This design comes from an exercise in tuning for small area, a short achievable clock period and few clock cycles on the open sky130 flow, not from production work.
The RTL was checked by simulation tests, not by an equivalence proof against the original design.

==> flow/design.v (excerpt) <==
module instr_executor (
  input  logic               clk,
  input  logic               reset,
  input  logic               start,
  input  logic [PTR_W-1:0]   first_ptr,
  input  logic [PTR_W-1:0]   last_ptr,
  output logic [PTR_W-1:0]   read_pointer,
  input  instr_executor_pkg::instruction_t       instruction_word,
  output logic               res_valid,
  input  logic               res_ready,
  output logic [PTR_W-1:0]   res_pointer,
  output instr_executor_pkg::opcode_t            res_opcode,
  output instr_executor_pkg::result_t            result,
  output logic               div_by_zero,
  output logic               busy,
  output logic               done
);
==> flow/config.mk <==
export PLATFORM = sky130hd
export DESIGN_NAME = instr_executor
export DESIGN_NICKNAME = instr_executor
export VERILOG_FILES = /design/flow/design.v
export SDC_FILE = /design/flow/constraint.sdc
export NUM_CORES = 4
export LEC_CHECK = 0
export CAP_MARGIN = 20
export CORE_MARGIN = 2
export CORE_UTILIZATION = 55
export SETUP_SLACK_MARGIN = 5
export SLEW_MARGIN = 20
==> flow/constraint.sdc <==
create_clock -name core_clock -period 10.0 [get_ports {clk}]
set_input_delay 2.0000 -clock core_clock [delete_from_list [all_inputs] [get_ports {clk}]]
set_output_delay 2.0000 -clock core_clock [all_outputs]
set_load 0.01 [all_outputs]
run.sh (not shown) runs the stock make flow with config.mk's settings and CLKGATE_MAP_FILE= SYNTH_SCRIPT=/design/flow/synth_recipe.tcl, a recipe that flattens the netlist after the stock synthesis.
Testbench counts at the start, summed over its fixed seeds: cycles 58,034.
Rerun with:
--- a/flow/design.v
+++ b/flow/design.v
@@ -74,22 +74,21 @@
   output logic [PTR_W-1:0]   res_pointer,
   output instr_executor_pkg::opcode_t            res_opcode,
   output instr_executor_pkg::result_t            result,
   output logic               div_by_zero,
   output logic               busy,
   output logic               done
 );
   typedef struct packed {
-    logic xa;     
+    logic xb;     
     logic xrh;    
     logic xrl;    
     logic ya;     
     logic ya2;    
-    logic yb;     
     logic inv;    
     logic wr;     
     logic rdiv;   
     logic dlast;  
     logic dq0;    
     logic dbz;    
     logic fin;    
   } ctrl_t;
@@ -119,21 +118,20 @@
   logic is_mul, is_dm, is_div;
   always_comb begin
     is_mul = (e_opc_q == MULT);
     is_div = (e_opc_q == DIV);
     is_dm  = (e_opc_q == DIV) || (e_opc_q == MOD);
   end
   logic [63:0] x_op, y_src, y_op, sum;
   always_comb begin
-    x_op  = ({64{c_q.xa}} & a_q)
+    x_op  = ({64{c_q.xb}} & {{30{b_q[33]}}, b_q})
           | ({{32{c_q.xrh}}, {32{c_q.xrl}}} & res_q);
     y_src = ({64{c_q.ya}}  & a_q)
-          | ({64{c_q.ya2}} & {a_q[62:0], 1'b0})
-          | ({64{c_q.yb}}  & {{32{b_q[31]}}, b_q[31:0]});
+          | ({64{c_q.ya2}} & {a_q[62:0], 1'b0});
     y_op  = y_src ^ {64{c_q.inv}};
     sum   = x_op + y_op + {63'd0, c_q.inv};
   end
   logic [5:0]  lsc_a, lsc_b;
   logic [6:0]  s_est;
   logic        q0_now;
   logic [31:0] b_mag;
   logic [1:0]  digit;
@@ -181,29 +179,30 @@
   logic [31:0] f_a, f_b, f_m, f_q;
   logic        f_swap;
   instr_div_lsc u_lsc_a (.v(instruction_word.op_a), .n(lsc_a));
   instr_div_lsc u_lsc_b (.v(instruction_word.op_b), .n(lsc_b));
   always_comb begin
     f_opc   = instruction_word.opc;
     f_a     = instruction_word.op_a;
     f_b     = instruction_word.op_b;
-    f_swap  = (f_opc == MULT)
-           && ((f_a[31:15] == '0) || (f_a[31:15] == '1))
-           && !((f_b[31:15] == '0) || (f_b[31:15] == '1));
+    f_swap  = (f_opc == SUB)
+           || ((f_opc == MULT)
+            && ((f_a[31:15] == '0) || (f_a[31:15] == '1))
+            && !((f_b[31:15] == '0) || (f_b[31:15] == '1)));
     f_m     = f_swap ? f_b : f_a;
     f_q     = f_swap ? f_a : f_b;
     c_fetch = '0;
     c_fetch.wr  = 1'b1;
     c_fetch.fin = 1'b1;
     case (f_opc)
-      PASSA: c_fetch.xa = 1'b1;
-      PASSB: c_fetch.yb = 1'b1;
-      ADD:   begin c_fetch.xa = 1'b1; c_fetch.yb = 1'b1; end
-      SUB:   begin c_fetch.xa = 1'b1; c_fetch.yb = 1'b1; c_fetch.inv = 1'b1; end
+      PASSA: c_fetch.ya = 1'b1;
+      PASSB: c_fetch.xb = 1'b1;
+      ADD:   begin c_fetch.xb = 1'b1; c_fetch.ya = 1'b1; end
+      SUB:   begin c_fetch.xb = 1'b1; c_fetch.ya = 1'b1; c_fetch.inv = 1'b1; end
       MULT:  begin
         c_fetch     = booth_ctrl({f_q[1:0], 1'b0}, 1'b0);
         c_fetch.fin = (f_q[31:1] == '0) || (f_q[31:1] == '1);
       end
       DIV, MOD: if (f_b != '0) begin
         c_fetch.ya  = 1'b1;                  
         c_fetch.inv = f_a[31];
         c_fetch.dq0 = 1'b1;
@@ -227,17 +226,17 @@
       E0: if (is_mul) begin
         es_next    = IT;
         c_next     = booth_ctrl(b_q[3:1], 1'b1);
         c_next.fin = all_same(b_q[31:3]);
         a_next     = {a_q[61:0], 2'b00};
         b_next     = {{2{b_q[33]}}, b_q[33:2]};
       end else begin                         
         es_next    = E1;
-        c_next.xa  = 1'b1;                   
+        c_next.xb  = 1'b1;                   
         c_next.ya2 = 1'b1;
         a_next     = {30'd0, dsr_norm};
         b_next     = dsr_norm;
       end
       E1: begin
         es_next      = IT;
         c_next.xrl   = 1'b1;                 
         c_next.ya    = 1'b1;
- The new run finished clean
- clock-buffer cell count falls by 5
- utilization falls by 0.16 points
- sequential share of layout area hardly moves
- setup slack loses 0.012 ns
- design area hardly moves
- die area stays flat
- clock skew is about the same
Testbench counts after the change, summed over its fixed seeds: cycles 58,034.

[what the ideal ports hide]
Ports are ideal in the flow. The routed layouts listed here were re-timed in OpenROAD.
Step 1 sets driving cells, clkbuf_16 on the clock port and buf_2 on the other inputs (assumed; they add their load-dependent delay and slew).
Step 2 also shifts input and output timing later by t, the mid clock arrival at the registers, as if the neighbouring blocks saw the same clock.
Three values: no drivers, after step 1, after step 2; two values: the first two.
| run | shift t [ns] | slack for setup (ns) | worst hold slack (ns) |
|---|---|---|---|
| the first run | 0.619 | 4.997 / 4.992 / 4.408 | 0.418 / 0.418 / 0.418 |
| the second run | 0.623 | 4.985 / 4.985 / 4.520 | 0.426 / 0.426 / 0.426 |
After both steps every run listed still meets setup and hold. For the first run, which loses most, drivers alone change the setup slack by -0.005 ns; drivers and shift together by -0.589 ns.
